From an optimization exercise on the open Yosys and OpenROAD flow, aimed at small area; shortcuts taken in it are not production practice.
Only simulation tests tie the RTL to the original design; equivalence was not proved.
No driver is modelled on the clock port, so clock power and skew are understated where the tree is cut down; a real chip needs a root buffer or a tree.
No activity file was given, so power comes from the tool's default toggle rates.

==> design.v <==
`default_nettype none
package afc_pkg;
    localparam int PHASE_BITS_DEF = 16;
    localparam int LEVEL_BITS_DEF = 8;
    localparam int IN_DATA_W  = 8;
    localparam int OUT_DATA_W = 16;
    localparam int CFG_IDX_W  = 3;
    localparam int CFG_DATA_W = 16;
    localparam int LED_W      = 8;
    localparam logic [1:0] MODE_STARTUP = 2'd0;
    localparam logic [1:0] MODE_READY   = 2'd1;
    localparam logic [1:0] MODE_ARMED   = 2'd2;
    localparam logic [1:0] MODE_FIRING  = 2'd3;
    localparam logic [2:0] MSG_NONE     = 3'd0;
    localparam logic [2:0] MSG_READY    = 3'd1;
    localparam logic [2:0] MSG_ARMED    = 3'd2;
    localparam logic [2:0] MSG_DISARMED = 3'd3;
    localparam logic [2:0] MSG_FIRING   = 3'd4;
    localparam logic [2:0] MSG_FIRED    = 3'd5;
    localparam logic [CFG_IDX_W-1:0] CFG_STARTUP_MS  = 3'd0;
    localparam logic [CFG_IDX_W-1:0] CFG_FIRING_MS   = 3'd1;
    localparam logic [CFG_IDX_W-1:0] CFG_DEBOUNCE_MS = 3'd2;
    localparam logic [CFG_IDX_W-1:0] CFG_BLINK_MS    = 3'd3;
    localparam logic [CFG_IDX_W-1:0] CFG_PHASE_STEP  = 3'd4;
    localparam logic [15:0] STARTUP_MS_RST  = 16'd1000;
    localparam logic [15:0] FIRING_MS_RST   = 16'd5000;
    localparam logic [15:0] DEBOUNCE_MS_RST = 16'd1000;
    localparam logic [9:0]  BLINK_MS_RST    = 10'd100;
    localparam logic [12:0] PHASE_STEP_RST  = 13'd5;
endpackage
`default_nettype wire
`default_nettype none
import afc_pkg::*;
module arm_fire_controller_core #(
    parameter int PHASE_BITS = afc_pkg::PHASE_BITS_DEF,
    parameter int LEVEL_BITS = afc_pkg::LEVEL_BITS_DEF
) (
    input  wire logic                            i_clk,
    input  wire logic                            i_rst_n,
    input  wire logic                            i_cfg_valid,
    output logic                                 o_cfg_ready,
    input  wire logic [afc_pkg::CFG_IDX_W-1:0]   i_cfg_index,
    input  wire logic [afc_pkg::CFG_DATA_W-1:0]  i_cfg_data,
    input  wire logic                            i_s_tvalid,
    output logic                                 o_s_tready,
    input  wire logic [afc_pkg::IN_DATA_W-1:0]   i_s_tdata,
    output logic                                 o_m_tvalid,
    input  wire logic                            i_m_tready,
    output logic [afc_pkg::OUT_DATA_W-1:0]       o_m_tdata,
    output logic                                 o_m_tlast
);
    logic [15:0] r_startup_ms;
    logic [15:0] r_firing_ms;
    logic [15:0] r_debounce_ms;
    logic [9:0]  r_blink_ms;
    logic [12:0] r_phase_step;
    logic [4:0]  cfg_we;
    logic [15:0] cfg_d0, cfg_d1;
    assign cfg_d0 = i_cfg_data & {16{i_rst_n}};      
    assign cfg_d1 = i_cfg_data | {16{!i_rst_n}};     
    always_comb begin
        for (int i = 0; i < 5; i++)
            cfg_we[i] = !i_rst_n || (i_cfg_valid && i_cfg_index == 3'(i));
    end
    function automatic logic [15:0] cfg_mix(input logic [15:0] rv);
        for (int b = 0; b < 16; b++) cfg_mix[b] = rv[b] ? cfg_d1[b] : cfg_d0[b];
    endfunction
    always_ff @(posedge i_clk) begin
        if (cfg_we[0]) r_startup_ms  <= cfg_mix(STARTUP_MS_RST);
        if (cfg_we[1]) r_firing_ms   <= cfg_mix(FIRING_MS_RST);
        if (cfg_we[2]) r_debounce_ms <= cfg_mix(DEBOUNCE_MS_RST);
        if (cfg_we[3]) r_blink_ms    <= cfg_mix({6'd0, BLINK_MS_RST}) & 16'h03FF;
        if (cfg_we[4]) r_phase_step  <= cfg_mix({3'd0, PHASE_STEP_RST}) & 16'h1FFF;
    end
    logic [1:0]  r_mode;
    logic        r_blink;
    logic [15:0] r_since;       
    logic [15:0] r_pt;          
    logic [9:0]  r_bt;
    logic        r_z;           
    logic [5:0]  r_cnt;
    logic        r_cs, r_ges, r_cp, r_gep, r_cb, r_geb;
    logic [3:0]  r_acl;
    logic [7:0]  r_lvl;
    logic        r_ov;
    logic [1:0]  r_w;           
    logic sw, press;
    assign sw    = i_s_tdata[0];
    assign press = i_s_tdata[1];
    logic run, p1, p2, mult, strm, c0, acc_cyc, acc_init;
    logic [3:0] k;
    assign run  = i_s_tvalid && !r_ov;
    assign k    = r_cnt[3:0];
    assign c0   = (r_cnt == 6'd0);
    assign p1   = run && (r_cnt[5:4] == 2'd0);
    assign p2   = run && (r_cnt[5:4] != 2'd0);
    assign mult = (r_cnt[5:4] == 2'd1) && (k >= 4'd6);
    assign strm = r_cnt[5];
    assign acc_init = run && (r_cnt[5:4] == 2'd1) && !mult;
    assign acc_cyc = (r_cnt == 6'd55);
    assign o_cfg_ready = 1'b1;
    assign o_s_tready  = acc_cyc;
    logic [15:0] blink16, step16, sel16;
    logic deb_k, lim_k, blk_k, stp_k, deb_all1;
    assign blink16  = {6'd0, r_blink_ms};
    assign step16   = {3'd0, r_phase_step};
    assign sel16    = r_mode[0] ? r_firing_ms : r_startup_ms;
    assign deb_k    = r_debounce_ms[k];
    assign lim_k    = sel16[k];
    assign blk_k    = blink16[k];
    assign stp_k    = step16[k];
    assign deb_all1 = &r_debounce_ms;
    logic armed;
    assign armed = (r_mode == MODE_ARMED);
    logic since_rd, pt_rd, bt_rd;
    logic cs_e, ges_e, cp_e, gep_e, cb_e, geb_e;
    logic since_n, pt_b, pt_n, bt_n;
    assign since_rd = r_since[0] && !r_z;
    assign pt_rd    = r_pt[0] && !r_z;
    assign bt_rd    = r_bt[0];
    assign cs_e  = c0 ? 1'b1   : r_cs;
    assign ges_e = c0 ? 1'b1   : r_ges;
    assign cp_e  = c0 ? !armed : r_cp;
    assign gep_e = c0 ? 1'b1   : r_gep;
    assign cb_e  = c0 ? 1'b1   : r_cb;
    assign geb_e = c0 ? 1'b1   : r_geb;
    assign since_n = since_rd ^ cs_e;
    assign pt_b    = armed && stp_k;
    assign pt_n    = pt_rd ^ pt_b ^ cp_e;
    assign bt_n    = bt_rd ^ cb_e;
    logic trig, fire_go, pdone, bdone, keep_arm, new_firing, new_blink;
    logic clr_pt, clr_bt, set_since;
    logic [1:0] new_mode;
    logic [1:0] w0;
    assign trig      = press && r_ges && !(r_cs && deb_all1);
    assign fire_go   = trig && armed;
    assign pdone     = r_gep;
    assign bdone     = r_geb;
    assign keep_arm  = armed && !sw && !fire_go;
    assign new_firing = fire_go || (r_mode == MODE_FIRING && !pdone);
    assign new_blink  = fire_go || (bdone ^ r_blink);
    assign clr_pt    = fire_go || (r_mode == MODE_READY) ||
                       (pdone && (r_mode == MODE_STARTUP || r_mode == MODE_FIRING));
    assign clr_bt    = (r_mode != MODE_FIRING) || bdone || pdone;
    assign set_since = trig || r_cs;
    always_comb begin
        new_mode = r_mode;
        w0       = 2'd0;
        if (fire_go) begin
            new_mode = MODE_FIRING;
            w0       = 2'd1;
        end else begin
            case (r_mode)
                MODE_STARTUP: if (pdone) begin
                    new_mode = MODE_READY;
                    w0       = 2'd1;
                end
                MODE_READY: if (!sw) begin
                    new_mode = MODE_ARMED;
                    w0       = 2'd1;
                end
                MODE_ARMED: if (sw) begin
                    new_mode = MODE_READY;
                    w0       = 2'd3;
                end
                default: if (pdone) begin
                    new_mode = MODE_ARMED;
                    w0       = sw ? 2'd2 : 2'd3;
                end
            endcase
        end
    end
    logic        neg, q1;
    logic [3:0]  m, seg_j;
    logic [9:0]  l;
    logic [15:0] tab_a;
    logic [11:0] tab_d;
    assign neg   = !r_pt[14];
    assign q1    = r_pt[15] ^ r_pt[14];
    assign m     = r_pt[13:10];
    assign l     = r_pt[9:0];
    assign seg_j = m ^ {4{neg}};
    always_comb begin
        case (seg_j)
            4'd0: begin tab_a = 16'd0; tab_d = 12'd3212; end
            4'd1: begin tab_a = 16'd3212; tab_d = 12'd3181; end
            4'd2: begin tab_a = 16'd6393; tab_d = 12'd3119; end
            4'd3: begin tab_a = 16'd9512; tab_d = 12'd3028; end
            4'd4: begin tab_a = 16'd12540; tab_d = 12'd2907; end
            4'd5: begin tab_a = 16'd15447; tab_d = 12'd2758; end
            4'd6: begin tab_a = 16'd18205; tab_d = 12'd2583; end
            4'd7: begin tab_a = 16'd20788; tab_d = 12'd2382; end
            4'd8: begin tab_a = 16'd23170; tab_d = 12'd2160; end
            4'd9: begin tab_a = 16'd25330; tab_d = 12'd1916; end
            4'd10: begin tab_a = 16'd27246; tab_d = 12'd1653; end
            4'd11: begin tab_a = 16'd28899; tab_d = 12'd1375; end
            4'd12: begin tab_a = 16'd30274; tab_d = 12'd1083; end
            4'd13: begin tab_a = 16'd31357; tab_d = 12'd781; end
            4'd14: begin tab_a = 16'd32138; tab_d = 12'd472; end
            default: begin tab_a = 16'd32610; tab_d = 12'd158; end
        endcase
    end
    logic        fk;
    logic [15:0] l16;
    logic [11:0] addend;
    logic [12:0] acc_sum;
    logic [12:0] acc_c;
    assign l16     = {l, 6'd0};           
    assign fk      = mult && (l16[k] ^ neg);
    assign addend  = fk ? tab_d : 12'd0;
    function automatic logic accq(input int b);
        logic [11:0] q;
        q = {r_lvl, r_acl};
        accq = q[b];
    endfunction
    assign acc_c[0] = 1'b0;
    for (genvar b = 0; b < 12; b++) begin : g_add
        assign acc_sum[b]  = accq(b) ^ addend[b] ^ acc_c[b];
        assign acc_c[b+1]  = (accq(b) & addend[b]) | (accq(b) & acc_c[b]) | (addend[b] & acc_c[b]);
    end
    assign acc_sum[12] = acc_c[12];
    logic a_k, o_k, s_k, y_k, d_k, lvl_in;
    assign a_k = !r_cnt[4] && tab_a[k];
    assign o_k = r_acl[0] && r_cnt[4:0] < 5'd12;
    assign s_k = a_k ^ o_k ^ r_cp;
    assign d_k = r_lvl[0] && r_cnt[4:0] >= 5'd8;
    assign y_k = d_k ^ s_k ^ r_cb;
    assign lvl_in = !r_cnt[4] ? s_k :
                    new_firing ? new_blink :
                    (keep_arm && (y_k ^ !q1 ^ acc_cyc));
    always_ff @(posedge i_clk) begin
        if (!i_rst_n) begin
            r_cnt <= 6'd0;
        end else if (run) begin
            if (acc_cyc)               r_cnt <= 6'd0;
            else                       r_cnt <= r_cnt + 6'd1;
        end
        if (!i_rst_n) begin
            r_z <= 1'b1;
        end else if (p1 && k == 4'd15) begin
            r_z <= 1'b0;
        end
        if (p1) begin
            r_since <= {since_n, r_since[15:1]};
        end else if (p2 && set_since) begin
            r_since <= {!trig, r_since[15:1]};
        end
        if (p1) begin
            r_pt <= {pt_n, r_pt[15:1]};
        end else if (p2 && clr_pt) begin
            r_pt <= {1'b0, r_pt[15:1]};
        end
        if (p1 && k < 4'd10) begin
            r_bt <= {bt_n, r_bt[9:1]};
        end else if (p2 && clr_bt) begin
            r_bt <= {1'b0, r_bt[9:1]};
        end
        if (p1) begin
            r_cs  <= cs_e && since_rd;
            r_ges <= (since_rd ^ deb_k) ? since_rd : ges_e;
            r_gep <= (pt_n ^ lim_k) ? pt_n : gep_e;
            if (k < 4'd10) begin
                r_geb <= (bt_n ^ blk_k) ? bt_n : geb_e;
            end
        end
        if (p1) begin
            r_cp <= (pt_rd & pt_b) | (pt_rd & cp_e) | (pt_b & cp_e);
            r_cb <= cb_e && bt_rd;
        end else if (mult) begin
            r_cp <= 1'b0;
            r_cb <= !q1;
        end else begin
            r_cp <= (a_k & o_k) | (a_k & r_cp) | (o_k & r_cp);
            r_cb <= (!d_k & s_k) | (!d_k & r_cb) | (s_k & r_cb);
        end
        if (acc_init) begin
            r_acl <= neg ? tab_d[3:0] : 4'd0;
        end else begin
            r_acl <= acc_sum[4:1];
        end
        if (acc_init) begin
            r_lvl <= neg ? tab_d[11:4] : 8'd0;
        end else if (run && (mult || strm)) begin
            r_lvl <= {(strm ? lvl_in : acc_sum[12]), acc_sum[11:5]};
        end
        if (!i_rst_n) begin
            r_mode <= MODE_STARTUP;
            r_ov   <= 1'b0;
        end else if (run && acc_cyc) begin
            r_mode <= new_mode;
            r_ov   <= 1'b1;
        end else if (r_ov && i_m_tready && r_w != 2'd3) begin
            r_ov   <= 1'b0;
        end
        if (run && acc_cyc) begin
            r_blink <= new_blink;
            r_w     <= w0;
        end else if (r_ov && i_m_tready && r_w == 2'd3) begin
            r_w     <= 2'd1;
        end
    end
    logic [2:0] msg;
    always_comb begin
        case (r_w)
            2'd0:    msg = MSG_NONE;
            2'd1:    msg = (r_mode == MODE_READY) ? MSG_READY :
                           (r_mode == MODE_ARMED) ? MSG_ARMED : MSG_FIRING;
            2'd2:    msg = MSG_FIRED;
            default: msg = (r_mode == MODE_READY) ? MSG_DISARMED : MSG_FIRED;
        endcase
    end
    assign o_m_tvalid = r_ov;
    assign o_m_tlast  = (r_w != 2'd3);
    assign o_m_tdata  = {2'b00, msg, r_lvl, 1'b1, r_mode};
endmodule
`default_nettype wire
==> flow/run.sh <==
#!/bin/bash
# Own flow: the standard flow (standard.sh, unchanged synthesis) with
#  - buf_1 as the port buffer,
#  - a clock tree of clkbuf_4 leaves under a clkbuf_16 root, no dummy loads,
#  - after CTS, leaves that drive more than 9 sinks upsized to clkbuf_8
#    (flow/post_cts.tcl) to keep flip-flop clock slew low; logic cells
#    that synthesis upsized go back to their smallest size there.
# All tool output: standard.log here, and ORFS's own logs under orfs/logs.
set -euo pipefail
cp standard.sh standard.sh.txt
cat >> config.mk <<EOT
export BUFFER_PORTS_ARGS = -buffer_cell sky130_fd_sc_hd__buf_1
export CTS_ARGS = -sink_clustering_enable -repair_clock_nets -root_buf sky130_fd_sc_hd__clkbuf_8 -buf_list sky130_fd_sc_hd__clkbuf_4 -dont_use_dummy_load
export POST_CTS_TCL = $PWD/flow/post_cts.tcl
EOT
bash standard.sh > standard.log 2>&1
==> flow/post_cts.tcl <==
# 1. Upsize clock leaf buffers with a large fanout.
# 2. Swap logic cells that synthesis upsized back to their smallest size
#    (the design has many ns of slack), then let repair_design fix any
#    slew or capacitance limit this breaks, and legalize again.
set db [ord::get_db]
set big [$db findMaster sky130_fd_sc_hd__clkbuf_8]
set n 0
foreach inst [[ord::get_db_block] getInsts] {
  if {[[$inst getMaster] getName] ne "sky130_fd_sc_hd__clkbuf_4"} { continue }
  set fo 0
  foreach it [$inst getITerms] {
    if {[$it isOutputSignal] && [$it getNet] ne "NULL"} {
      set fo [expr {[llength [[$it getNet] getITerms]] - 1}]
    }
  }
  if {$fo > 9} {
    $inst swapMaster $big
    incr n
  }
}
puts "post_cts: upsized $n clock leaf buffers to clkbuf_8"
set d 0
foreach inst [[ord::get_db_block] getInsts] {
  set m [[$inst getMaster] getName]
  if {![regexp {^sky130_fd_sc_hd__([a-z0-9]+)_([0-9]+)$} $m -> base sz]} { continue }
  if {[regexp {^(clk|buf|dly|df|edf|sdf|dl|conb|tap|fill|decap|lpflow|probe)} $base]} { continue }
  if {$sz <= 1} { continue }
  foreach small [list sky130_fd_sc_hd__${base}_1 sky130_fd_sc_hd__${base}_0] {
    set sm [$db findMaster $small]
    if {$sm ne "NULL"} {
      $inst swapMaster $sm
      incr d
      break
    }
  }
}
puts "post_cts: downsized $d logic cells"
# buffers that placement added for slew or capacitance: smallest size, and
# repair_design below sizes back up what still needs it
set b 0
set buf1 [$db findMaster sky130_fd_sc_hd__buf_1]
foreach inst [[ord::get_db_block] getInsts] {
  if {[regexp {^sky130_fd_sc_hd__buf_([0-9]+)$} [[$inst getMaster] getName] -> sz] && $sz > 1} {
    $inst swapMaster $buf1
    incr b
  }
}
puts "post_cts: downsized $b buffers"
estimate_parasitics -placement
repair_design -slew_margin $::env(SLEW_MARGIN) -cap_margin $::env(CAP_MARGIN)
detailed_placement
check_placement -verbose
estimate_parasitics -placement
==> standard.sh <==
#!/bin/bash
# synth_recipe.tcl (not shown) runs the flow's synth.tcl, then flattens the netlist and writes it again
# the make line also repeats each setting of config.mk as NAME=value (left out here)
make -C /OpenROAD-flow-scripts/flow DESIGN_CONFIG=/design/flow/config.mk WORK_HOME=/design/flow/orfs CLKGATE_MAP_FILE= SYNTH_SCRIPT=/design/flow/synth_recipe.tcl "${@:-finish}"
==> config.mk <==
export PLATFORM = sky130hd
export DESIGN_NAME = arm_fire_controller_core
export DESIGN_NICKNAME = arm_fire_controller_core
export VERILOG_FILES = /design/flow/design.v
export SDC_FILE = /design/flow/constraint.sdc
export NUM_CORES = 4
export LEC_CHECK = 0
export ABC_AREA = 1
export CAP_MARGIN = 20
export CORE_MARGIN = 2
export CORE_UTILIZATION = 60
export SLEW_MARGIN = 20
export BUFFER_PORTS_ARGS = -buffer_cell sky130_fd_sc_hd__buf_1
export CTS_ARGS = -sink_clustering_enable -repair_clock_nets -root_buf sky130_fd_sc_hd__clkbuf_8 -buf_list sky130_fd_sc_hd__clkbuf_4 -dont_use_dummy_load
export POST_CTS_TCL = /design/flow/flow/post_cts.tcl
==> constraint.sdc <==
create_clock -name core_clock -period 20.0 [get_ports {i_clk}]
set_input_delay 4.0000 -clock core_clock [delete_from_list [all_inputs] [get_ports {i_clk}]]
set_output_delay 4.0000 -clock core_clock [all_outputs]
set_load 0.01 [all_outputs]
==> results of run 1 <==
[registers in the layout (all words and copies together) (netlist names), 2 cells and up]
signal,cells
r_debounce_ms,16
r_firing_ms,16
r_pt,16
r_since,16
r_startup_ms,16
r_phase_step,13
r_blink_ms,10
r_bt,10
r_lvl,8
r_cnt,6
r_acl,4
r_mode,2
r_w,2
[final timing paths]
check	startpoint	end	slack, ps	cells after the start
worst max register to register	r_cnt[0]	r_lvl[6]	11950	23
worst max-delay path	r_cnt[0]	r_lvl[6]	11950	23
worst min register to register	r_since[1]	r_since[0]	420	0
worst min-delay path	r_since[1]	r_since[0]	420	0
[through the flow]
step | area [µm²] | hold WS [ps] | total power, mW | util [%]
6_report | 7712 | 417.7 | 0.5905 | 63.94
3_5_place_dp | 7665 | 405.5 | 0.4547 | 63.55
5_1_grt | 7712 | 414.9 | 0.6169 | 63.94
3_3_place_gp | 7661 | 405.3 | 0.4526 | 63.52
2_1_floorplan | 7450 | 400.3 | 0.4305 | -
[per-layer routing]
layer | wire [µm] | global-route usage, % | up-vias
met1 | 7350 | 35.59 | 2550
met4 | 277 | 8.434 | 0
met3 | 767 | 6.009 | 23
met5 | 0 | 0 | -
met2 | 8119 | 44.41 | 139
li1 | - | - | 2600
[power groups by stage]
| stage | logic (mW) | clock network [mW] | registers (mW) |
|---|---|---|---|
| after detailed placement | 0.0874 | 0 | 0.367 |
| after global placement | 0.0860 | 0 | 0.367 |
| after global routing | 0.0969 | 0.158 | 0.362 |
| final | 0.0853 | 0.145 | 0.360 |
| after floorplan | 0.0679 | 0 | 0.363 |
[final cells by class]
type / count / share of cell area [%]
inverter: 82 / 3.991
timing repair buffer: 50 / 2.498
tap: 168 / 2.726
multi-input combinational: 496 / 34.49
clock buffer: 17 / 2.304
sequential: 144 / 53.99
[cells in the final DEF (no fill, tap or decap), types with 2 or more instances in the layout]
cell type,instances
sky130_fd_sc_hd__a21oi_1,25
sky130_fd_sc_hd__a22o_1,2
sky130_fd_sc_hd__a22oi_1,17
sky130_fd_sc_hd__a31oi_1,4
sky130_fd_sc_hd__buf_1,48
sky130_fd_sc_hd__clkbuf_4,9
sky130_fd_sc_hd__clkbuf_8,8
sky130_fd_sc_hd__conb_1,4
sky130_fd_sc_hd__dfxtp_1,16
sky130_fd_sc_hd__edfxtp_1,128
sky130_fd_sc_hd__fa_1,14
sky130_fd_sc_hd__ha_1,19
sky130_fd_sc_hd__inv_1,82
sky130_fd_sc_hd__nand2_1,211
sky130_fd_sc_hd__nand3_1,50
sky130_fd_sc_hd__nand4_1,9
sky130_fd_sc_hd__nor2_1,53
sky130_fd_sc_hd__nor3_1,4
sky130_fd_sc_hd__o211ai_1,5
sky130_fd_sc_hd__o21ai_0,22
sky130_fd_sc_hd__o21ai_1,21
sky130_fd_sc_hd__o22ai_1,5
sky130_fd_sc_hd__o31ai_1,4
sky130_fd_sc_hd__or2_1,11
sky130_fd_sc_hd__xnor2_1,2
sky130_fd_sc_hd__xor2_1,4
[cell families (layout without fill, tap and decap cells)]
logic type | count (synthesis) | count (layout) | share of synthesized area, %
xor gates and xnor gates | 6 | 6 | 0.9081
AOI/OAI and AO/OA | 110 | 110 | 9.012
adders and majority gates | 33 | 33 | 6.960
other | 2 | 4 | 0.1009
buffers and inverters | 113 | 149 | 7.196
and+or+nand+nor | 343 | 343 | 19.87
DFF | 144 | 144 | 55.95
[critical path: cells and delay by family (launching register included)]
kind / cells / cell delay [ps]
simple gates: 7 / 1030
fa+ha+maj: 11 / 4470
buf+inv: 3 / 1190
compound gates: 2 / 330
flops: 1 / 860
==> summary.txt, run 1 <==
final count of pins violating max slew=0; number of flops mapped to enable cells by yosys=approximately 130; cell types occupying the most area after synthesis=sky130_fd_sc_hd__edfxtp_1 52%, sky130_fd_sc_hd__nand2_1 10%, sky130_fd_sc_hd__dfxtp_1 4.3%; width of the die=~120 µm; largest vdd supply drop=0.00005547 V; placer's final routability congestion estimate=around 0.9; fraction of layout instances using a drive strength above 1=under 10%; number of distinct library cell variants in the gate-level netlist after synthesis=49; highest-delay cell along the critical path=sky130_fd_sc_hd__dfxtp_1; TNS Setup=0 ps; Async S/R FF share, synth=0%; number of diodes=0; antenna violations before repair=0; Floorplan Core Area=12,060 µm²; total via count in the routed design=between 5,000 and 6,000; fin nets=856; slew of the pin with the lowest slew margin=slightly above 1000 ps; CTS sink count=between 100 and 150; element type at the critical path start=register; Period Utilization, post-route=just over 40%; floorplan die area=around 13,000 µm²; DR iter-0 viols=around 450; global route overflow=0; CP Data Arrival Time=~8300 ps; overall global routing resource usage=~27%; net switching power=roughly 0.16 mW; least setup slack across all paths after layout=about 12,000 ps; Cell Count Post-Placement=~940; clk slew on worst S/H paths=approximately 90 ps; fraction of power spent switching nets=around a quarter; number of iterations in the first detailed-routing pass=8; pwr/cell area=roughly 77 nW/µm²; per-cell via count in the routed design=5.551; number of synthesized register bits=around 140; die extent in y=around 120 µm; first-pass GRT wire length=approximately 27,000 µm; antenna viol nets, final=0; ordered list of cells on the worst path=inv_1, nor2_1, buf_1, a22oi_1, nand2_1, nand2_1, nand3_1, nand2_1, nand3_1, nor2_1, fa_1, fa_1, fa_1, fa_1, fa_1, fa_1, fa_1, fa_1, fa_1, fa_1, inv_1, fa_1, o22ai_1; setup repair after global routing missed its margin=false; Clock power frac=~25%; Area growth syn-to-layout=3.632%; maximum number of pins on one net before global-route repair=29; initial core utilization=roughly three fifths; Critical Path Sink Type=register; number of warning messages in the yosys log=1; most numerous cell in the Yosys netlist=sky130_fd_sc_hd__nand2_1; top-level port count=52; post-synth top area share=about half; Max Freq=approximately 120 MHz; most common library cells after synthesis=202 x sky130_fd_sc_hd__nand2_1, 128 x sky130_fd_sc_hd__edfxtp_1, 70 x sky130_fd_sc_hd__inv_1; total half-perimeter wirelength after legalization and detailed placement=between 10,000 and 15,000 µm; worst slew margin relative to its limit=31.31%; Port-buffer cells=41; pre-CTS setup slack=roughly 12,000 ps; biggest area consumer among synthesized cells=sky130_fd_sc_hd__edfxtp_1; sequential-to-total area share from yosys stat=a little under three fifths; post-route DRC violation count=0; Total Wirelength=about 17,000 µm; minimum period implied by the final worst setup slack=around 8100 ps; most frequent CP cell=sky130_fd_sc_hd__fa_1; Worst path max stage delay=860 ps; internal power consumption=0.4327 mW; Multi-input gate area=approximately 2700 µm²; dominant register cell in the synthesized netlist=sky130_fd_sc_hd__edfxtp_1; number of global-route vias before repair=about 5,200; routed wire length per instance=between 15 and 20 µm; static leakage=between 3 and 4 nW; Post-Syn Instances=751; clock tree from TritonCTS=built; maximum net fanout on the critical path=21; count of final hold-check violations=0; Post-Syn Area=between 7000 and 8000 µm²; fin cells=between 900 and 1,000; critical path type=reg2reg; Final Skew=approximately 24 ps; Crit path required time=just over 20,000 ps; number of inserted filler cells in the final layout=1,016; run status=complete, no violations; total setup violations reported at the end of the flow=0; per-instance average area after synthesis=approximately 9.9 µm²; row count=40; relative contribution of combinational cells to total power=14.4%; later-pin clock latency in the skew report=between 400 and 500 ps; Sequential Area=around 4200 µm²; proportion of power drawn by flip-flops and latches=between 60% and 70%; path class of the lowest-slack min-delay path=reg2reg; Max Cap Viol=0
==> run 2, diff against run 1 <==
--- a/flow/run.sh
+++ b/flow/run.sh
@@ -3,5 +3,6 @@
 #  - buf_1 as the port buffer,
 #  - a clock tree of clkbuf_4 leaves under a clkbuf_16 root, no dummy loads,
-#  - after CTS, leaves that drive more than 9 sinks upsized to clkbuf_8
+#  - after CTS, pairs of nearby leaves merged and leaves that drive more
+#    than 9 sinks upsized to clkbuf_8
 #    (flow/post_cts.tcl) to keep flip-flop clock slew low; logic cells
 #    that synthesis upsized go back to their smallest size there.
--- a/flow/post_cts.tcl
+++ b/flow/post_cts.tcl
@@ -1,19 +1,58 @@
-# 1. Upsize clock leaf buffers with a large fanout.
-# 2. Swap logic cells that synthesis upsized back to their smallest size
-#    (the design has many ns of slack), then let repair_design fix any
-#    slew or capacitance limit this breaks, and legalize again.
+# 1. Merge pairs of nearby clock leaf buffers (CTS makes 16 leaves of about
+#    9 sinks) into one leaf each, then size every leaf by its fanout.
 set db [ord::get_db]
-set big [$db findMaster sky130_fd_sc_hd__clkbuf_8]
+set block [ord::get_db_block]
+set cb4 [$db findMaster sky130_fd_sc_hd__clkbuf_4]
+set cb8 [$db findMaster sky130_fd_sc_hd__clkbuf_8]
+proc out_net {inst} {
+  foreach it [$inst getITerms] {
+    if {[$it isOutputSignal]} { return [$it getNet] }
+  }
+  return "NULL"
+}
+proc fanout {inst} {
+  set n [out_net $inst]
+  if {$n eq "NULL"} { return 0 }
+  return [expr {[llength [$n getITerms]] - 1}]
+}
+set leaves {}
+foreach inst [$block getInsts] {
+  if {[[$inst getMaster] getName] eq "sky130_fd_sc_hd__clkbuf_4"} { lappend leaves $inst }
+}
+set merged 0
+set used [dict create]
+foreach a $leaves {
+  if {[dict exists $used [$a getName]]} { continue }
+  set best ""
+  set bestd 1e18
+  lassign [$a getLocation] ax ay
+  foreach b $leaves {
+    if {$b eq $a || [dict exists $used [$b getName]]} { continue }
+    if {[fanout $a] + [fanout $b] > 18} { continue }
+    lassign [$b getLocation] bx by
+    set dd [expr {abs($ax - $bx) + abs($ay - $by)}]
+    if {$dd < $bestd} { set bestd $dd; set best $b }
+  }
+  if {$best eq "" || $bestd > 60000} { continue }
+  dict set used [$a getName] 1
+  dict set used [$best getName] 1
+  set na [out_net $a]
+  set nb [out_net $best]
+  foreach it [$nb getITerms] {
+    if {[$it getInst] eq $best} { continue }
+    $it disconnect
+    $it connect $na
+  }
+  foreach it [$best getITerms] { $it disconnect }
+  odb::dbInst_destroy $best
+  odb::dbNet_destroy $nb
+  incr merged
+}
+puts "post_cts: merged $merged pairs of clock leaf buffers"
 set n 0
-foreach inst [[ord::get_db_block] getInsts] {
+foreach inst [$block getInsts] {
   if {[[$inst getMaster] getName] ne "sky130_fd_sc_hd__clkbuf_4"} { continue }
-  set fo 0
-  foreach it [$inst getITerms] {
-    if {[$it isOutputSignal] && [$it getNet] ne "NULL"} {
-      set fo [expr {[llength [[$it getNet] getITerms]] - 1}]
-    }
-  }
-  if {$fo > 9} {
-    $inst swapMaster $big
+  if {[fanout $inst] > 9} {
+    $inst swapMaster $cb8
     incr n
   }
--- a/config.mk
+++ b/config.mk
@@ -6,8 +6,7 @@
 export NUM_CORES = 4
 export LEC_CHECK = 0
-export ABC_AREA = 1
 export CAP_MARGIN = 20
 export CORE_MARGIN = 2
-export CORE_UTILIZATION = 60
+export CORE_UTILIZATION = 40
 export SLEW_MARGIN = 20
 export BUFFER_PORTS_ARGS = -buffer_cell sky130_fd_sc_hd__buf_1
==> summary.txt, run 2 <==
count of final hold-check violations=0; width of the die=~140 µm; Total Wirelength=about 17,000 µm; number of global-route vias before repair=between 4,000 and 5,000; antenna violations before repair=0; launching element of the worst setup path=r_cnt[1]; Period Utilization, post-route=between 40% and 50%; antenna viol nets, final=0; critical path type=reg2reg; maximum number of pins on one net before global-route repair=42; TNS Setup=0 ps; maximum net fanout on the critical path=17; Post-Syn Area=about 7600 µm²; power after layout=slightly below 0.6 mW; highest metal used=met4; per-instance average area after synthesis=about 12 µm²; Port-buffer cells=between 40 and 50; sequential-to-total area share from yosys stat=54.79%; pwr/cell area=a little over 70 nW/µm²; Post-Place Cell Area=7943 µm²; CTS sink count=~140; clk slew on worst S/H paths=100 ps; Async S/R FF share, synth=0%; most common cell after layout, fill and taps aside=sky130_fd_sc_hd__edfxtp_1; WL met3=732 µm; Post-Syn Instances=between 600 and 700; post-synth top area share=just over 50%; total half-perimeter wirelength after legalization and detailed placement=11,930 µm; run status=complete, no violations; total via count in the routed design=roughly 5,100; routed wire length per instance=approximately 20 µm; Max Freq=approximately 120 MHz; wire length on met1=about 8200 µm; number of diodes=0; top-level port count=52; number of distinct library cell variants in the gate-level netlist after synthesis=62; Area growth syn-to-layout=7.030%; critical register-to-register path startpoint=r_cnt[1]; CP Data Arrival Time=a little over 8000 ps; largest vdd supply drop=around 0.00004 V; final count of pins violating max slew=0; number of iterations in the first detailed-routing pass=5; number of synthesized register bits=144; later-pin clock latency in the skew report=roughly 420 ps; die extent in y=141.8 µm; final standard cell area without fillers=8134 µm²; dominant register cell in the synthesized netlist=sky130_fd_sc_hd__edfxtp_1; per-cell via count in the routed design=5.739; Max Cap Viol=0; Final Skew=between 30 and 40 ps; most common library cells after synthesis=128 x sky130_fd_sc_hd__edfxtp_1, 58 x sky130_fd_sc_hd__nand2_1, 42 x sky130_fd_sc_hd__nor2_1; minimum period implied by the final worst setup slack=roughly 8000 ps; biggest area consumer among synthesized cells=sky130_fd_sc_hd__edfxtp_1; cell types occupying the most area after synthesis=sky130_fd_sc_hd__edfxtp_1 51%, sky130_fd_sc_hd__mux4_2 5.3%, sky130_fd_sc_hd__dfxtp_1 4.2%; initial core utilization=40.63%; setup repair after global routing missed its margin=false; Critical Path Sink Type=register; number of flops mapped to enable cells by yosys=128; fraction of layout instances using a drive strength above 1=under 10%; Util after Layout=between 40% and 50%; Met2 Routed Length=8270 µm; worst slew margin relative to its limit=between 20% and 30%; path class of the lowest-slack min-delay path=reg2reg; row count=50; post-route DRC violation count=0; first-pass GRT wire length=27,400 µm; slew of the pin with the lowest slew margin=1080 ps; static leakage=between 2 and 3 nW; most numerous cell in the Yosys netlist=sky130_fd_sc_hd__edfxtp_1; DR iter-0 viols=500; Floorplan Core Area=18,710 µm²; floorplan die area=a little over 20,000 µm²; Crit path required time=between 20,000 and 25,000 ps; total setup violations reported at the end of the flow=0; overall global routing resource usage=17.76%; most used cells in the layout excluding fill and tap cells=128 x sky130_fd_sc_hd__edfxtp_1, 58 x sky130_fd_sc_hd__nand2_1, 50 x sky130_fd_sc_hd__buf_1; element type at the critical path start=register; fin nets=between 700 and 800; global route overflow=0; launch point of the worst hold path=r_bt[3]; placer's final routability congestion estimate=0.8745; number of warning messages in the yosys log=1
## run 2: cells by family after synthesis
| group | Yosys count | synth area share, % |
|---|---|---|
| XOR/XNOR | 13 | 1.696 |
| AO/OA/AOI/OAI | 134 | 11.71 |
| adder cells (fa/ha/maj) | 33 | 6.816 |
| AND/OR/NAND/NOR | 208 | 13.60 |
| flip-flops | 144 | 54.79 |
| multiplexers | 34 | 7.474 |
| other | 2 | 0.09882 |
| buffers and inverters | 62 | 3.819 |
## run 2: layout make-up
type / instances / area, µm²
repair buffers: 55 / 235.2
multi-input cells: 426 / 3219
clock buffers: 11 / 151.4
flip-flops and latches: 144 / 4164
well taps: 234 / 292.8
fillers: 1746 / 10570
inverters: 19 / 71.32
## run 2: layer usage
layer,vias to the layer above,GRT usage (%)
li1,2395,-
met1,2550,25.08
met2,140,28.18
met3,17,3.307
met4,0,5.158
met5,-,0
## run 2: report_power, final
group	switching [mW]	total (mW)	internal (mW)
registers	0.00886	0.359	0.350
clock network	0.0892	0.139	0.0496
logic	0.0586	0.0931	0.0345
## run 2: metrics by stage
stage	setup slack, ps	hold slack, ps	cells
final	11980	405.5	889
after floorplan	13000	400.3	632
after global routing	11560	411.8	889
after global placement	12820	408.0	877
after detailed placement	12790	405.9	877
## run 2: final timing paths
check        endpoint  slack, ps  cells after the start
max reg2reg  r_lvl[6]      11980                     21
min           r_bt[2]        410                      0
min reg2reg   r_bt[2]        410                      0
max          r_lvl[6]      11980                     21
## run 2: critical path: stages, from the launching register on
cell and delay [ps]:
sky130_fd_sc_hd__dfxtp_1 720, sky130_fd_sc_hd__buf_1 700, sky130_fd_sc_hd__inv_1 260, sky130_fd_sc_hd__or3_1 420, sky130_fd_sc_hd__a31oi_1 310, sky130_fd_sc_hd__nor3_1 80
sky130_fd_sc_hd__a21oi_1 140, sky130_fd_sc_hd__buf_1 440, sky130_fd_sc_hd__a311oi_1 130, sky130_fd_sc_hd__fa_1 460, sky130_fd_sc_hd__fa_1 400, sky130_fd_sc_hd__fa_1 400
sky130_fd_sc_hd__fa_1 400, sky130_fd_sc_hd__fa_1 400, sky130_fd_sc_hd__fa_1 390, sky130_fd_sc_hd__fa_1 390, sky130_fd_sc_hd__fa_1 400, sky130_fd_sc_hd__fa_1 390
sky130_fd_sc_hd__fa_1 360, sky130_fd_sc_hd__inv_1 80, sky130_fd_sc_hd__fa_1 410, sky130_fd_sc_hd__o22ai_1 180
==> run 3, diff against run 2 <==
--- a/flow/post_cts.tcl
+++ b/flow/post_cts.tcl
@@ -23,10 +23,10 @@
 set used [dict create]
 foreach a $leaves {
-  if {[dict exists $used [$a getName]]} { continue }
+  if {[dict exists $used $a]} { continue }
   set best ""
   set bestd 1e18
   lassign [$a getLocation] ax ay
   foreach b $leaves {
-    if {$b eq $a || [dict exists $used [$b getName]]} { continue }
+    if {$b eq $a || [dict exists $used $b]} { continue }
     if {[fanout $a] + [fanout $b] > 18} { continue }
     lassign [$b getLocation] bx by
@@ -35,6 +35,6 @@
   }
   if {$best eq "" || $bestd > 60000} { continue }
-  dict set used [$a getName] 1
-  dict set used [$best getName] 1
+  dict set used $a 1
+  dict set used $best 1
   set na [out_net $a]
   set nb [out_net $best]
--- a/config.mk
+++ b/config.mk
@@ -6,7 +6,8 @@
 export NUM_CORES = 4
 export LEC_CHECK = 0
+export ABC_AREA = 1
 export CAP_MARGIN = 20
 export CORE_MARGIN = 2
-export CORE_UTILIZATION = 40
+export CORE_UTILIZATION = 60
 export SLEW_MARGIN = 20
 export BUFFER_PORTS_ARGS = -buffer_cell sky130_fd_sc_hd__buf_1
==> summary.txt, run 3 <==
run status=complete, no violations; per-cell via count in the routed design=roughly 5.6; number of iterations in the first detailed-routing pass=5; Post-Place Cell Area=7665 µm²; number of diodes=0; overall global routing resource usage=26.64%; total via count in the routed design=approximately 5,300; Critical Path Sink Type=register; Area growth syn-to-layout=3.278%; critical register-to-register path startpoint=r_cnt[0]; CTS sink count=roughly 140; Final Skew=between 20 and 30 ps; fraction of layout instances using a drive strength above 1=1.916%; number of global-route vias before repair=between 5,000 and 6,000; register-to-register setup slack=11,900 ps; die extent in y=115.4 µm; maximum number of pins on one net before global-route repair=29; Total Wirelength=16,530 µm; critical path type=reg2reg; top-level port count=52; largest vdd supply drop=~0.000058 V; per-instance average area after synthesis=between 9 and 10 µm²; most common library cells after synthesis=202 x sky130_fd_sc_hd__nand2_1, 128 x sky130_fd_sc_hd__edfxtp_1, 70 x sky130_fd_sc_hd__inv_1; cell types occupying the most area after synthesis=sky130_fd_sc_hd__edfxtp_1 52%, sky130_fd_sc_hd__nand2_1 10%, sky130_fd_sc_hd__dfxtp_1 4.3%; final standard cell area without fillers=a little under 8000 µm²; antenna viol nets, final=0; clk slew on worst S/H paths=roughly 100 ps; number of warning messages in the yosys log=1; least setup slack across all paths after layout=about 12,000 ps; setup repair after global routing missed its margin=false; most common cell after layout, fill and taps aside=sky130_fd_sc_hd__nand2_1; Util after Layout=a little under two thirds; minimum period implied by the final worst setup slack=~8000 ps; fin nets=850; initial core utilization=about 62%; total half-perimeter wirelength after legalization and detailed placement=around 12,000 µm; DR iter-0 viols=428; static leakage=approximately 3.2 nW; routed wire length per instance=approximately 17 µm; launch point of the worst hold path=r_bt[9]; later-pin clock latency in the skew report=a little over 400 ps; pre-CTS setup slack=between 10,000 and 15,000 ps; number of synthesized register bits=about 140; Port-buffer cells=41; antenna violations before repair=0; most used cells in the layout excluding fill and tap cells=211 x sky130_fd_sc_hd__nand2_1, 128 x sky130_fd_sc_hd__edfxtp_1, 82 x sky130_fd_sc_hd__inv_1; total setup violations reported at the end of the flow=0; slew of the pin with the lowest slew margin=just over 1000 ps; row count=40; Worst path max stage delay=about 870 ps; Floorplan Core Area=about 12,000 µm²; highest-delay cell along the critical path=sky130_fd_sc_hd__dfxtp_1; hold path endpoint=r_bt[8]; placer's final routability congestion estimate=between 0.8 and 0.9; element type at the critical path start=register; Multi-input gate area=2660 µm²; Sequential Area=4164 µm²; global route overflow=0; final count of pins violating max slew=0; post-route DRC violation count=0; number of flops mapped to enable cells by yosys=about 130; count of final hold-check violations=0; Post-Syn Instances=between 700 and 800; worst slew margin relative to its limit=around a third; Reg2Reg Capture Point=r_lvl[6]; pwr/cell area=about 76 nW/µm²; post-synth top area share=51.65%; CP Data Arrival Time=around 8400 ps; most frequent CP cell=sky130_fd_sc_hd__fa_1; Async S/R FF share, synth=0%; number of cell instances on the worst register-to-register path=23; biggest area consumer among synthesized cells=sky130_fd_sc_hd__edfxtp_1; sequential-to-total area share from yosys stat=between 50% and 60%; Worst Hold Depth=0; power after layout=approximately 0.58 mW; TNS Setup=0 ps; Post-Syn Area=between 7000 and 8000 µm²; Max Freq=123.4 MHz; width of the die=approximately 120 µm; number of inserted filler cells in the final layout=1,015; maximum net fanout on the critical path=21; path class of the lowest-slack min-delay path=reg2reg; most numerous cell in the Yosys netlist=sky130_fd_sc_hd__nand2_1; Period Utilization, post-route=40.52%; first-pass GRT wire length=between 20,000 and 30,000 µm; number of distinct library cell variants in the gate-level netlist after synthesis=a little under 50; Max Cap Viol=0; ordered list of cells on the worst path=inv_1, nor2_1, buf_1, a22oi_1, nand2_1, nand2_1, nand3_1, nand2_1, nand3_1, nor2_1, fa_1, fa_1, fa_1, fa_1, fa_1, fa_1, fa_1, fa_1, fa_1, fa_1, inv_1, fa_1, o22ai_1; Crit path required time=just over 20,000 ps; dominant register cell in the synthesized netlist=sky130_fd_sc_hd__edfxtp_1; floorplan die area=roughly 13,000 µm²
run 3: worst max-delay path, delay by kind of cell, from the launching register on:
kind	cells	cell delay (ps)
and+or+nand+nor	7	1010
AOI/OAI and AO/OA	2	330
DFF	1	870
adders and majority gates	11	4480
buffers and inverters	3	1230
run 3: worst max-delay path by stage:
stage | cells after the start | slack (ps) | to | startpoint
6_report | 23 | 11900 | r_lvl[6] | r_cnt[0]
5_1_grt | 23 | 11460 | r_lvl[6] | r_cnt[0]
3_5_place_dp | 19 | 12340 | r_lvl[6] | r_cnt[0]
3_3_place_gp | 23 | 12450 | r_lvl[6] | r_cnt[0]
2_1_floorplan | 21 | 13730 | r_lvl[6] | r_pt[14]
run 3: layer usage:
metal | part of all wire, % | track usage, %
met2 | 49 | 44.05
met3 | 4.9 | 5.008
met5 | 0 | 0
met4 | 2.1 | 10.12
met1 | 44 | 35.20
run 3: area by class of cell:
cell class | count | area share (%)
inverter | 82 | 4.005
multi-input combinational | 496 | 34.61
sequential | 144 | 54.18
timing repair buffer | 50 | 2.507
tap | 168 | 2.735
clock buffer | 11 | 1.970
run 3: through the flow:
stage	std cells	hold WS [ps]
floorplan	753	400.3
global placement	939	405.3
detailed placement	939	405.5
global route	951	426.5
finish	951	423.4
run 3: kinds of logic (layout without fill, tap and decap cells):
family                   after synthesis  in the layout  synth area share (%)
other                                  2              4                0.1009
buffers and inverters                113            143                 7.196
adder cells (fa/ha/maj)               33             33                 6.960
AO/OA/AOI/OAI                        110            110                 9.012
AND/OR/NAND/NOR                      343            343                 19.87
XOR/XNOR                               6              6                0.9081
flip-flops                           144            144                 55.95
run 3: report_power, final:
part | internal (mW) | leakage, nW | switching, mW
sequential | 0.350 | 1.37 | 0.00991
combinational | 0.0260 | 1.77 | 0.0594
clock | 0.0495 | 0.0791 | 0.0862
==> run 4, diff against run 3 <==
==> flow/run.sh (replaced) <==
#!/bin/bash
# Own flow: the standard flow (standard.sh, unchanged synthesis) with
#  - buf_1 as the port buffer,
#  - a clock tree of clkbuf_4 leaves under a clkbuf_8 root, no dummy loads,
#  - after CTS (flow/post_cts.tcl): pairs of nearby clock leaves merged into
#    one, leaves that drive more than 9 sinks upsized to clkbuf_8 to keep
#    flip-flop clock slew low, and logic cells and buffers that synthesis or
#    placement upsized set back to their smallest size (repair_design then
#    fixes any slew or capacitance limit).
# All tool output: standard.log here, and ORFS's own logs under orfs/logs.
set -euo pipefail
cp standard.sh standard.sh.txt
cat >> config.mk <<EOT
export BUFFER_PORTS_ARGS = -buffer_cell sky130_fd_sc_hd__buf_1
export CTS_ARGS = -sink_clustering_enable -repair_clock_nets -root_buf sky130_fd_sc_hd__clkbuf_8 -buf_list sky130_fd_sc_hd__clkbuf_4 -dont_use_dummy_load
export POST_CTS_TCL = $PWD/flow/post_cts.tcl
EOT
bash standard.sh > standard.log 2>&1
==> summary.txt, run 4 <==
path class of the lowest-slack min-delay path=reg2reg; peak-usage layer in the global routing report=met2; CTS sink count=around 140; Worst path max stage delay=between 800 and 900 ps; final count of pins violating max slew=0; element type at the critical path start=register; minimum period implied by the final worst setup slack=approximately 8100 ps; family with the most delay on the worst path=adder cells; post-route DRC violation count=0; global-route track usage on met2=44.05%; most common cell after layout, fill and taps aside=sky130_fd_sc_hd__nand2_1; highest-delay cell along the critical path=sky130_fd_sc_hd__dfxtp_1; number of synthesized register bits=roughly 140; Period Utilization, post-route=40.52%; static leakage=between 3 and 4 nW; most numerous cell in the Yosys netlist=sky130_fd_sc_hd__nand2_1; power after layout=approximately 0.58 mW; pwr/cell area=about 76 nW/µm²; Sequential Area=approximately 4200 µm²; number of warning messages in the yosys log=1; ordered list of cells on the worst path=inv_1, nor2_1, buf_1, a22oi_1, nand2_1, nand2_1, nand3_1, nand2_1, nand3_1, nor2_1, fa_1, fa_1, fa_1, fa_1, fa_1, fa_1, fa_1, fa_1, fa_1, fa_1, inv_1, fa_1, o22ai_1; number of iterations in the first detailed-routing pass=5; Crit path required time=between 20,000 and 25,000 ps; Max Cap Viol=0; total half-perimeter wirelength after legalization and detailed placement=approximately 12,000 µm; per-instance average area after synthesis=9.910 µm²; Async S/R FF share, synth=0%; number of distinct library cell variants in the gate-level netlist after synthesis=49; run status=complete, no violations; Post-Syn Area=around 7400 µm²; Multi-input gate area=2660 µm²; overall global routing resource usage=about a quarter; launch point of the worst hold path=r_bt[9]; Reg2Reg Capture Point=r_lvl[6]; Area growth syn-to-layout=3.278%; initial core utilization=~60%; fin nets=between 800 and 900; biggest area consumer among synthesized cells=sky130_fd_sc_hd__edfxtp_1; fraction of layout instances using a drive strength above 1=under 10%; global route overflow=0; Port-buffer cells=between 40 and 50; number of inserted filler cells in the final layout=~1,000; number of cell instances on the worst register-to-register path=23; most common library cells after synthesis=202 x sky130_fd_sc_hd__nand2_1, 128 x sky130_fd_sc_hd__edfxtp_1, 70 x sky130_fd_sc_hd__inv_1; number of buffer and inverter instances along the worst setup path=3; Post-Syn Instances=751; routed wire length per instance=approximately 17 µm; fraction of power spent switching nets=26.74%; later-pin clock latency in the skew report=roughly 400 ps; internal power consumption=~0.43 mW; dominant register cell in the synthesized netlist=sky130_fd_sc_hd__edfxtp_1; most frequent CP cell=sky130_fd_sc_hd__fa_1; register-to-register setup slack=~12,000 ps; placer's final routability congestion estimate=roughly 0.89; total setup violations reported at the end of the flow=0; most used cells in the layout excluding fill and tap cells=211 x sky130_fd_sc_hd__nand2_1, 128 x sky130_fd_sc_hd__edfxtp_1, 82 x sky130_fd_sc_hd__inv_1; Final Skew=about 28 ps; relative contribution of combinational cells to total power=roughly 15%; slew of the pin with the lowest slew margin=around 1000 ps; met3 Track Usage GR=under 10%; Floorplan Core Area=roughly 12,000 µm²; number of flops mapped to enable cells by yosys=128; setup repair after global routing missed its margin=false; top-level port count=52; maximum number of pins on one net before global-route repair=29; row count=40; width of the die=115.4 µm; critical path type=reg2reg; net switching power=roughly 0.16 mW; TNS Setup=0 ps; hold path endpoint=r_bt[8]; largest vdd supply drop=0.00005756 V; antenna violations before repair=0; Max Freq=123.4 MHz; first-pass GRT wire length=26,590 µm; floorplan die area=approximately 13,000 µm²; DR iter-0 viols=428; maximum net fanout on the critical path=21; Global Route met1 Usage=35.20%; per-cell via count in the routed design=between 5 and 6; critical register-to-register path startpoint=r_cnt[0]; CP Data Arrival Time=around 8400 ps; Critical Path Sink Type=register; proportion of power drawn by flip-flops and latches=about 62%; number of diodes=0; count of final hold-check violations=0; Worst Hold Depth=0; Total Wirelength=roughly 17,000 µm; number of global-route vias before repair=5,160; total via count in the routed design=between 5,000 and 6,000; antenna viol nets, final=0; cell types occupying the most area after synthesis=sky130_fd_sc_hd__edfxtp_1 52%, sky130_fd_sc_hd__nand2_1 10%, sky130_fd_sc_hd__dfxtp_1 4.3%; worst slew margin relative to its limit=32.63%; die extent in y=about 120 µm; Clock power frac=approximately a quarter; clk slew on worst S/H paths=around 100 ps; post-synth top area share=between 50% and 60%; sequential-to-total area share from yosys stat=between 50% and 60%
run 4: cell counts after synthesis:
No cell type changed its count.
run 4: final cells by class:
type	count	area share [%]
Clock buffer	11	1.970
Inverter	82	4.005
Multi-Input combinational cell	496	34.61
Sequential cell	144	54.18
Tap cell	168	2.735
Timing Repair Buffer	50	2.507
run 4: kinds of logic (layout without fill, tap and decap cells):
family          count (synthesis)  count (layout)  share of synthesized area (%)
fa+ha+maj                      33              33                          6.960
xor+xnor                        6               6                         0.9081
buf+inv                       113             143                          7.196
compound gates                110             110                          9.012
flops                         144             144                          55.95
simple gates                  343             343                          19.87
other cells                     2               4                         0.1009
run 4: how the worst max path moves through the flow:
stage               endpoint  cells after the start  slack (ps)  startpoint
floorplan           r_lvl[6]                     21       13730    r_pt[14]
global placement    r_lvl[6]                     23       12450    r_cnt[0]
detailed placement  r_lvl[6]                     19       12340    r_cnt[0]
global route        r_lvl[6]                     23       11460    r_cnt[0]
finish              r_lvl[6]                     23       11900    r_cnt[0]
run 4: worst register-to-register path: stages, from the launching register on:
cell and delay (ps):
sky130_fd_sc_hd__dfxtp_1 870, sky130_fd_sc_hd__inv_1 550, sky130_fd_sc_hd__nor2_1 200, sky130_fd_sc_hd__buf_1 610, sky130_fd_sc_hd__a22oi_1 170, sky130_fd_sc_hd__nand2_1 130, sky130_fd_sc_hd__nand2_1 70, sky130_fd_sc_hd__nand3_1 110
sky130_fd_sc_hd__nand2_1 70, sky130_fd_sc_hd__nand3_1 320, sky130_fd_sc_hd__nor2_1 120, sky130_fd_sc_hd__fa_1 450, sky130_fd_sc_hd__fa_1 400, sky130_fd_sc_hd__fa_1 400, sky130_fd_sc_hd__fa_1 420, sky130_fd_sc_hd__fa_1 430
sky130_fd_sc_hd__fa_1 400, sky130_fd_sc_hd__fa_1 390, sky130_fd_sc_hd__fa_1 400, sky130_fd_sc_hd__fa_1 420, sky130_fd_sc_hd__fa_1 370, sky130_fd_sc_hd__inv_1 70, sky130_fd_sc_hd__fa_1 400, sky130_fd_sc_hd__o22ai_1 160
run 4: layer usage:
layer,vias up,share of wire (%)
li1,2583,-
met1,2541,44
met2,151,49
met3,23,4.9
met4,0,2.1
met5,-,0
run 4: per-stage QoR:
stage | setup slack, ps | std cells | instance area [µm²] | util, % | hold slack, ps
6_report | 11900 | 951 | 7686 | 63.72 | 423.4
2_1_floorplan | 13730 | 753 | 7450 | - | 400.3
3_5_place_dp | 12340 | 939 | 7665 | 63.55 | 405.5
3_3_place_gp | 12450 | 939 | 7661 | 63.52 | 405.3
5_1_grt | 11460 | 951 | 7686 | 63.72 | 426.5
run 4: power groups by stage:
stage	Clock, mW	Sequential, mW	Combinational, mW
2_1_floorplan	0	0.363	0.0679
3_3_place_gp	0	0.367	0.0860
3_5_place_dp	0	0.367	0.0874
5_1_grt	0.148	0.362	0.0969
6_report	0.136	0.360	0.0854

## afterwards: timing with drivers on the ports
The flow's constraints put no driver on any port. The routed layouts listed below were extracted and timed again, unchanged, in two steps. Step 1: set_driving_cell puts a clkbuf_16 on i_clk and a buf_2 on each other input, an assumption about the parent block. Step 2 times the ports against the registers' clock, not the clock port: input delays grow and output delays shrink by t, the midpoint of the rising clock arrivals with the driver on. Three values: no drivers, after step 1, after step 2; two values: the first two.
run	t (ns)	setup WS [ns]	worst setup path at the end	pins driven straight from the clock port
run 1	0.464	11.948 / 11.948 / 11.948	register to register	1
run 2	0.443	11.983 / 11.983 / 11.983	register to register	1
run 3	0.435	11.896 / 11.896 / 11.896	register to register	1
run 4	0.435	11.896 / 11.896 / 11.896	register to register	1
After both steps every run listed still meets setup and hold.
